What follows belongs to an exercise in optimizing a design on an open flow for small area; a production flow would make more cautious choices. Function was checked by simulation only, so behaviour that the tests miss may differ from the original.

`flow/run.sh`:
```
#!/bin/bash
# synth_recipe.tcl (not shown) runs the flow's synth.tcl, then flattens the netlist and writes it again
# the make line also repeats each setting of config.mk as NAME=value (left out here)
make -C /OpenROAD-flow-scripts/flow DESIGN_CONFIG=/design/flow/config.mk WORK_HOME=/design/flow/orfs CLKGATE_MAP_FILE= SYNTH_SCRIPT=/design/flow/synth_recipe.tcl finish
```
`flow/config.mk`:
```
export PLATFORM = sky130hd
export DESIGN_NAME = turbo_decoder_top
export DESIGN_NICKNAME = turbo_decoder_top
export VERILOG_FILES = /design/flow/design.v
export SDC_FILE = /design/flow/constraint.sdc
export NUM_CORES = 4
export LEC_CHECK = 0
export CAP_MARGIN = 20
export CORE_MARGIN = 2
export CORE_UTILIZATION = 40
export SLEW_MARGIN = 20
```
`flow/constraint.sdc`:
```
create_clock -name core_clock -period 12.0 [get_ports {clk_p_i}]
set_input_delay 2.4000 -clock core_clock [delete_from_list [all_inputs] [get_ports {clk_p_i}]]
set_output_delay 2.4000 -clock core_clock [all_outputs]
set_load 0.01 [all_outputs]
```
`flow/design.v`:
```
`default_nettype none
package turbo_pkg;
    localparam int SOFT_W    = 4;
    localparam int LLR_W     = 10;
    localparam int INFO_LEN  = 5;
    localparam int BLOCK_LEN = 7;
    localparam int PLANES    = SOFT_W;
    localparam int ITER_W    = 5;
    typedef logic signed [SOFT_W-1:0]          soft_t;
    typedef logic        [BLOCK_LEN*SOFT_W-1:0] soft_vec_t;
    typedef logic signed [LLR_W-1:0]           llr_t;
    typedef logic        [BLOCK_LEN*LLR_W-1:0]  llr_vec_t;
    typedef logic        [3*BLOCK_LEN-1:0]      plane_t;
    typedef logic        [INFO_LEN-1:0]         decision_t;
    typedef logic        [ITER_W-1:0]           iter_cnt_t;
    typedef logic        [$clog2(PLANES)-1:0]   plane_idx_t;
    typedef struct packed {
        soft_vec_t sys;
        soft_vec_t par;
        llr_vec_t  apriori;
    } siso_req_t;
    localparam logic [3*INFO_LEN-1:0] PERM     = {3'd3, 3'd1, 3'd2, 3'd4, 3'd0};
    localparam logic [3*INFO_LEN-1:0] PERM_INV = {3'd1, 3'd4, 3'd2, 3'd3, 3'd0};
    localparam llr_t LLR_MAX = {1'b0, {(LLR_W-1){1'b1}}};
    localparam llr_t LLR_MIN = {1'b1, {(LLR_W-1){1'b0}}};
    function automatic llr_t sat_sub(input llr_t a, input llr_t b);
        logic [LLR_W:0] diff;
        diff = {a[LLR_W-1], a} - {b[LLR_W-1], b};
        if (diff[LLR_W] != diff[LLR_W-1]) begin
            sat_sub = diff[LLR_W] ? LLR_MIN : LLR_MAX;
        end else begin
            sat_sub = diff[LLR_W-1:0];
        end
    endfunction
    function automatic soft_t soft_get(input soft_vec_t v, input int pos);
        soft_get = v[(BLOCK_LEN-1-pos)*SOFT_W +: SOFT_W];
    endfunction
    function automatic llr_t llr_get(input llr_vec_t v, input int pos);
        llr_get = v[(BLOCK_LEN-1-pos)*LLR_W +: LLR_W];
    endfunction
    function automatic llr_t soft_to_llr(input soft_t s);
        soft_to_llr = {{(LLR_W-SOFT_W){s[SOFT_W-1]}}, s};
    endfunction
    function automatic decision_t hard_decision(input llr_vec_t v);
        decision_t d;
        llr_t      l;
        for (int p = 0; p < INFO_LEN; p++) begin
            l = llr_get(v, p);
            d[INFO_LEN-1-p] = ~l[LLR_W-1];
        end
        hard_decision = d;
    endfunction
endpackage
`default_nettype wire
`default_nettype none
`timescale 1ns/10ps
module soft_input_loader (
    input  wire                  clk_p_i,
    input  wire                  reset_n_i,
    input  wire                  start_i,
    input  wire turbo_pkg::plane_t data_i,
    output logic                 block_ready_o,
    output turbo_pkg::soft_vec_t sys_o,
    output turbo_pkg::soft_vec_t par1_o,
    output turbo_pkg::soft_vec_t par2_o
);
    turbo_pkg::plane_t     plane_q;
    logic       loading;
    turbo_pkg::plane_idx_t plane_idx;
    always_ff @(posedge clk_p_i or negedge reset_n_i) begin
        if (!reset_n_i) begin
            loading       <= 1'b0;
            plane_idx     <= '0;
            block_ready_o <= 1'b0;
        end else begin
            block_ready_o <= 1'b0;
            if (loading) begin
                plane_idx <= plane_idx + 1'b1;
                if (plane_idx == turbo_pkg::PLANES-1) begin
                    loading       <= 1'b0;
                    block_ready_o <= 1'b1;
                end
            end else if (start_i) begin
                loading   <= 1'b1;
                plane_idx <= '0;
            end
        end
    end
    always_ff @(posedge clk_p_i) begin
        plane_q <= data_i;
        if (loading) begin
            for (int p = 0; p < turbo_pkg::BLOCK_LEN; p++) begin
                sys_o[(turbo_pkg::BLOCK_LEN-1-p)*turbo_pkg::SOFT_W + int'(plane_idx)] <=
                    plane_q[3*turbo_pkg::BLOCK_LEN-1-p];
                par1_o[(turbo_pkg::BLOCK_LEN-1-p)*turbo_pkg::SOFT_W + int'(plane_idx)] <=
                    plane_q[2*turbo_pkg::BLOCK_LEN-1-p];
                par2_o[(turbo_pkg::BLOCK_LEN-1-p)*turbo_pkg::SOFT_W + int'(plane_idx)] <=
                    plane_q[turbo_pkg::BLOCK_LEN-1-p];
            end
        end
    end
endmodule
`default_nettype wire
`default_nettype none
`timescale 1ns/10ps
module extrinsic_unit #(
    parameter bit INTERLEAVED_IN = 1'b0
) (
    input  wire turbo_pkg::llr_vec_t  siso_llr_i,
    input  wire turbo_pkg::llr_vec_t  apriori_i,
    input  wire turbo_pkg::soft_vec_t sys_i,
    output wire turbo_pkg::llr_vec_t  ext_o
);
    for (genvar j = 0; j < turbo_pkg::INFO_LEN; j++) begin : g_slot
        localparam int IN_IDX  = INTERLEAVED_IN ? j : int'(turbo_pkg::PERM[3*j +: 3]);
        localparam int OUT_IDX = INTERLEAVED_IN ? int'(turbo_pkg::PERM[3*j +: 3]) : j;
        turbo_pkg::llr_t sys_llr;
        turbo_pkg::llr_t minus_apri;
        turbo_pkg::llr_t minus_sys;
        assign sys_llr    = turbo_pkg::soft_to_llr(turbo_pkg::soft_get(sys_i, IN_IDX));
        assign minus_apri = turbo_pkg::sat_sub(turbo_pkg::llr_get(siso_llr_i, IN_IDX),
                                    turbo_pkg::llr_get(apriori_i, IN_IDX));
        assign minus_sys  = turbo_pkg::sat_sub(minus_apri, sys_llr);
        assign ext_o[(turbo_pkg::BLOCK_LEN-1-OUT_IDX)*turbo_pkg::LLR_W +: turbo_pkg::LLR_W] = turbo_pkg::sat_sub(minus_sys, sys_llr);
    end
    assign ext_o[(turbo_pkg::BLOCK_LEN-turbo_pkg::INFO_LEN)*turbo_pkg::LLR_W-1:0] = '0;
endmodule
`default_nettype wire
`default_nettype none
`timescale 1ns/10ps
module turbo_iter_ctrl #(
    parameter int MAX_ITER = 16
) (
    input  wire                    clk_p_i,
    input  wire                    reset_n_i,
    input  wire                    block_ready_i,
    input  wire turbo_pkg::soft_vec_t sys_i,
    input  wire turbo_pkg::soft_vec_t par1_i,
    input  wire turbo_pkg::soft_vec_t par2_i,
    input  wire turbo_pkg::llr_vec_t  ext_a_i,
    input  wire turbo_pkg::llr_vec_t  ext_b_i,
    input  wire                    siso_done_i,
    output logic                   siso_start_o,
    output turbo_pkg::siso_req_t   siso_req_o,
    output turbo_pkg::llr_vec_t    apriori_o,
    output turbo_pkg::soft_vec_t   half_sys_o,
    output logic                   done_o,
    output turbo_pkg::decision_t   data_o
);
    typedef enum logic [1:0] {
        ST_IDLE,
        ST_DEC1,
        ST_DEC2,
        ST_FINISH
    } state_t;
    state_t    state;
    turbo_pkg::iter_cnt_t iter_cnt;
    turbo_pkg::soft_vec_t sys_q;
    turbo_pkg::soft_vec_t par1_q;
    turbo_pkg::soft_vec_t par2_q;
    turbo_pkg::llr_vec_t  apri_nat;
    turbo_pkg::llr_vec_t  apri_int;
    turbo_pkg::soft_vec_t sys_int;
    turbo_pkg::llr_vec_t  half1_nat;
    turbo_pkg::decision_t dec1;
    turbo_pkg::decision_t dec2;
    logic      stop;
    always_comb begin
        sys_int = '0;
        for (int j = 0; j < turbo_pkg::INFO_LEN; j++) begin
            sys_int[(turbo_pkg::BLOCK_LEN-1-j)*turbo_pkg::SOFT_W +: turbo_pkg::SOFT_W] = turbo_pkg::soft_get(sys_q, int'(turbo_pkg::PERM[3*j +: 3]));
        end
    end
    always_comb begin
        half1_nat = '0;
        for (int p = 0; p < turbo_pkg::INFO_LEN; p++) begin
            half1_nat[(turbo_pkg::BLOCK_LEN-1-p)*turbo_pkg::LLR_W +: turbo_pkg::LLR_W] = turbo_pkg::llr_get(apri_int, int'(turbo_pkg::PERM_INV[3*p +: 3]));
        end
    end
    assign dec1 = turbo_pkg::hard_decision(half1_nat);
    assign dec2 = turbo_pkg::hard_decision(ext_b_i);
    assign stop = (dec1 == dec2) || (iter_cnt == MAX_ITER-1);
    always_ff @(posedge clk_p_i) begin
        if (state == ST_IDLE && block_ready_i) begin
            sys_q  <= sys_i;
            par1_q <= par1_i;
            par2_q <= par2_i;
        end
    end
    always_ff @(posedge clk_p_i or negedge reset_n_i) begin
        if (!reset_n_i) begin
            state        <= ST_IDLE;
            iter_cnt     <= '0;
            siso_start_o <= 1'b0;
            siso_req_o   <= '0;
            apri_nat     <= '0;
            apri_int     <= '0;
            done_o       <= 1'b0;
            data_o       <= '0;
        end else begin
            siso_start_o <= 1'b0;
            done_o       <= 1'b0;
            case (state)
                ST_IDLE: begin
                    if (block_ready_i) begin
                        siso_req_o   <= {sys_i, par1_i, {(turbo_pkg::BLOCK_LEN*turbo_pkg::LLR_W){1'b0}}};
                        siso_start_o <= 1'b1;
                        state        <= ST_DEC1;
                    end
                end
                ST_DEC1: begin
                    if (siso_done_i) begin
                        apri_int     <= ext_a_i;
                        siso_req_o   <= {sys_int, par2_q, ext_a_i};
                        siso_start_o <= 1'b1;
                        state        <= ST_DEC2;
                    end
                end
                ST_DEC2: begin
                    if (siso_done_i) begin
                        apri_nat <= ext_b_i;
                        if (stop) begin
                            state <= ST_FINISH;
                        end else begin
                            iter_cnt     <= iter_cnt + 1'b1;
                            siso_req_o   <= {sys_q, par1_q, ext_b_i};
                            siso_start_o <= 1'b1;
                            state        <= ST_DEC1;
                        end
                    end
                end
                ST_FINISH: begin
                    data_o   <= turbo_pkg::hard_decision(apri_nat);
                    done_o   <= 1'b1;
                    apri_nat <= '0;
                    apri_int <= '0;
                    iter_cnt <= '0;
                    state    <= ST_IDLE;
                end
                default: begin
                    state <= ST_IDLE;
                end
            endcase
        end
    end
    assign apriori_o  = siso_req_o[turbo_pkg::BLOCK_LEN*turbo_pkg::LLR_W-1:0];
    assign half_sys_o = siso_req_o[turbo_pkg::BLOCK_LEN*turbo_pkg::SOFT_W+turbo_pkg::BLOCK_LEN*turbo_pkg::LLR_W +: turbo_pkg::BLOCK_LEN*turbo_pkg::SOFT_W];
endmodule
`default_nettype wire
`default_nettype none
`timescale 1ns/10ps
module turbo_decoder_top #(
    parameter int MAX_ITER = 16
) (
    input  wire          clk_p_i,
    input  wire          reset_n_i,
    input  wire          start_i,
    input  wire [20:0]   data_i,
    input  wire          siso_done_i,
    input  wire [69:0]   siso_llr_i,
    output wire          siso_start_o,
    output wire [125:0]  siso_req_o,
    output wire          done_o,
    output wire [4:0]    data_o
);
    logic      block_ready;
    turbo_pkg::soft_vec_t sys_vec;
    turbo_pkg::soft_vec_t par1_vec;
    turbo_pkg::soft_vec_t par2_vec;
    turbo_pkg::llr_vec_t  ext_a;
    turbo_pkg::llr_vec_t  ext_b;
    turbo_pkg::llr_vec_t  apriori;
    turbo_pkg::soft_vec_t half_sys;
    soft_input_loader u_loader (
        .clk_p_i       (clk_p_i),
        .reset_n_i     (reset_n_i),
        .start_i       (start_i),
        .data_i        (data_i),
        .block_ready_o (block_ready),
        .sys_o         (sys_vec),
        .par1_o        (par1_vec),
        .par2_o        (par2_vec)
    );
    extrinsic_unit #(
        .INTERLEAVED_IN (1'b0)
    ) ext_unit_a (
        .siso_llr_i (siso_llr_i),
        .apriori_i  (apriori),
        .sys_i      (half_sys),
        .ext_o      (ext_a)
    );
    extrinsic_unit #(
        .INTERLEAVED_IN (1'b1)
    ) ext_unit_b (
        .siso_llr_i (siso_llr_i),
        .apriori_i  (apriori),
        .sys_i      (half_sys),
        .ext_o      (ext_b)
    );
    turbo_iter_ctrl #(
        .MAX_ITER (MAX_ITER)
    ) u_ctrl (
        .clk_p_i       (clk_p_i),
        .reset_n_i     (reset_n_i),
        .block_ready_i (block_ready),
        .sys_i         (sys_vec),
        .par1_i        (par1_vec),
        .par2_i        (par2_vec),
        .ext_a_i       (ext_a),
        .ext_b_i       (ext_b),
        .siso_done_i   (siso_done_i),
        .siso_start_o  (siso_start_o),
        .siso_req_o    (siso_req_o),
        .apriori_o     (apriori),
        .half_sys_o    (half_sys),
        .done_o        (done_o),
        .data_o        (data_o)
    );
endmodule
`default_nettype wire
```
==> flow_metrics.py <==
metrics = {
    "outcome": {
        "status": "no timing/DRC/antenna violations",
    },
    "sta": {
        "setup_tns_ns": 0,
        "finalHoldViolations": 0,
        "max_slew_margin_pct": 25.5,
        "drv_slew": 0,
        "setup_viol": 0,
        "holdWs_ns": 0.442,
        "rsz0062_at_grt": "no",
        "final.period_utilization_pct": 93.8,
        "fmax_mhz": 88.8,
        "period_needed_ns": 11.26,
        "postLayoutSetupSlackWorst_ns": 0.742,
        "clock_skew_ns": 0.0256,
        "tightest_slew_ns": 1.12,
    },
    "hold_path": {
        "hold_path.class": "register to register",
    },
    "yosys": {
        "synth.avg_cell_area_um2": 9.49,
        "synth_area_um2": 21800,
        "yosys-top-cells-area": "edfxtp_1, dfrtp_1, ha_1",
        "ys_types": 80,
        "synth_seq_cells": 323,
        "synth-edff-count": 168,
        "synth_commonest_cells": "o21ai_0, ha_1, edfxtp_1",
        "yosysSeqAreaShare_pct": 40.5,
        "yosys.area.top_type": "edfxtp_1",
        "yosys.area.top_type_share_pct": 23.1,
        "synthCells": 2296,
        "yosysMostFrequentCell": "o21ai_0",
        "synth-async-reset-ratio_pct": 41.5,
        "ys.flop_type": "edfxtp_1",
        "ys.warnings.count": 4,
    },
    "place": {
        "dp_hpwl_mm": 44.4,
        "pre_cts_slack_ns": -0.411,
        "gp_congestion": 0.876,
        "numPortBuffers": 187,
        "dp.cells": 3121,
    },
    "finish": {
        "diodes": 0,
        "final_nets": 2747,
        "fin_cells": 3193,
        "area_growth_pct": 19.1,
        "drive_gt1_share_pct": 6.85,
        "nFillCells": 5022,
    },
    "global_routing": {
        "antenna_found_initial": 0,
        "grt_pass1_wl_mm": 97.6,
        "first_global_vias": 17720,
        "grt_max_degree": 83,
        "overflow": 0,
        "grt_usage_pct": 21.7,
    },
    "clock_network": {
        "clk_latency_ns": 0.57,
        "clk_pin_slew_ns": 0.06,
        "cts_sinks": 323,
        "cts_tree": "built",
        "cts_buffers": 38,
        "clockBufferDepth": 3,
        "cts_root_buffer": "clkbuf_16",
        "cts_hold_buf": 0,
        "htreeDepth": 2,
    },
    "routing": {
        "via_per_inst": 5.62,
        "wl_mm": 61.5,
        "wl_per_cell_um": 19.3,
        "drtPass1Iterations": 6,
        "vias": 17947,
        "final_antenna_net_count": 0,
        "drcViolationCount": 0,
        "drtIter0Drc": 1083,
    },
    "critical_path": {
        "max_stage_delay_ns": 0.49,
        "cp.buffers_inverters": 5,
        "crit_required_ns": 12.43,
        "start_kind": "input port",
        "critPathArrivalTime_ns": 11.69,
        "crit_path_max_fanout": 29,
        "critPathCaptureType": "register",
        "crit_family": "compound AO/OA/AOI/OAI gates",
        "critPathKind": "input port to register",
        "critPathSlowestCell": "clkdlybuf4s50_1",
    },
    "job": {
        "drv_cap": 0,
    },
    "floorplan": {
        "start_util_pct": 40.5,
        "die_w_um": 237,
        "core-area_um2": 53800,
        "die-area_um2": 56400,
        "die_y_um": 237,
        "io_pins": 228,
        "rows": 85,
    },
}
[kinds of logic after synthesis]
family	count (synthesis)	share of synthesized area, %
AO/OA/AOI/OAI	752	22.2
XOR/XNOR	91	3.66
adder cells (fa/ha/maj)	217	12.6
buffers and inverters	294	5.52
flip-flops	323	40.5
multiplexers	65	3.28
other	1	0.0172
AND/OR/NAND/NOR	553	12.3
[metrics by stage]
step / area (um2) / utilization [%]
after floorplan: 21900 / -
after CTS: 25900 / 48.1
after detailed placement: 24600 / 45.7
after global routing: 26000 / 48.2
final: 26000 / 48.2
after global placement: 24600 / 45.7
[registers in the layout, indices dropped and copies added (netlist names), 2 cells and up]
signal / flops
u_ctrl.apri_int: 5
u_ctrl.apri_nat: 5
u_ctrl.data_o: 5
u_ctrl.iter_cnt: 5
u_ctrl.par1_q: 28
u_ctrl.par2_q: 28
u_ctrl.siso_req_o: 106
u_ctrl.state: 2
u_ctrl.sys_q: 28
u_loader.par1_o: 28
u_loader.par2_o: 28
u_loader.plane_idx: 2
u_loader.plane_q: 21
u_loader.sys_o: 28
[final timing paths]
kind,slack [ns],startpoint,end,cells past startpoint
max,0.74,siso_llr_i[61],u_ctrl.siso_req_o[91]$_DFFE_PN0P_,46
min,0.44,u_loader.par2_o[12]$_DFFE_PP_,u_ctrl.par2_q[12]$_DFFE_PP_,0
min in group asynchronous,1.90,reset_n_i,u_ctrl.siso_req_o[88]$_DFFE_PN0P_,1
max reg2reg,2.56,u_ctrl.siso_req_o[61]$_DFFE_PN0P_,u_ctrl.siso_req_o[91]$_DFFE_PN0P_,46
min reg2reg,0.44,u_loader.par2_o[12]$_DFFE_PP_,u_ctrl.par2_q[12]$_DFFE_PP_,0
max in group asynchronous,8.62,reset_n_i,u_loader.loading$_DFF_PN0_,2
[what timing repair did]
item,CTS,global route
buffers inserted,0,1
hold endpoints to repair,0,0
endpoints found under the setup margin,0,113
gates resized for setup,0,14
[layer usage]
| layer | wire length [um] | up-vias | GRT usage, % |
|---|---|---|---|
| met5 | 0 | - | 0 |
| met4 | 1420 | 0 | 6.52 |
| met3 | 2670 | 88 | 2.46 |
| met2 | 29900 | 446 | 37.4 |
| met1 | 27600 | 8674 | 28.6 |
| li1 | - | 8739 | - |
[worst reg2reg max path, delay by kind of cell (launching register included)]
family	cells	cell delay [ns]
compound gates	23	3.83
xor+xnor	1	0.20
fa+ha+maj	7	2.00
buf+inv	5	0.68
flops	1	0.38
mux	1	0.38
simple gates	9	1.82
[cells in the final DEF, fill, tap and decap left out, drive strengths merged, types with 69 or more instances in the layout]
| cell type | netlist | final |
|---|---|---|
| ha | 169 | 169 |
| edfxtp | 168 | 168 |
| nand2 | 150 | 150 |
| nor2 | 120 | 120 |
| clkdlybuf4s50 | 0 | 186 |
| a22oi | 95 | 95 |
| nand3 | 69 | 69 |
| a21oi | 164 | 164 |
| o21ai | 198 | 198 |
| inv | 156 | 158 |
| dfrtp | 134 | 134 |
[cell type report]
class                           instances  area, um2  share of cell area [%]
Tap cell                              696        871                    3.36
Clock buffer                           48       1050                    4.04
Timing Repair Buffer                  250       2420                    9.34
Clock inverter                         21        260                    1.00
Multi-Input combinational cell       1698      11900                    46.0
Sequential cell                       323       8820                    34.0
Inverter                              157        589                    2.27

==> separate check: timing with driven ports <==
In the flow no input, the clock included, has a driving cell. The finished layout below was timed again as built, in two steps.
Step 1 sets driving cells, clkbuf_16 on the clock port and buf_2 on the other inputs (assumed; they add their load-dependent delay and slew).
Step 2 times the ports against the registers' clock, not the clock port: input delays grow and output delays shrink by t, the midpoint of the rising clock arrivals with the driver on.
Three values: ideal, step 1, step 2; two values: the first two.
t, ns: 0.608
setup slack, ns: 0.742 / 0.773 / 0.165
hold slack, ns: 0.442 / 0.442 / 0.442
clock arrival spread, ns: 0.025 / 0.026
After both steps this run still meets setup and hold. The setup slack of this run moves by +0.031 ns with the drivers and by -0.577 ns with both steps.
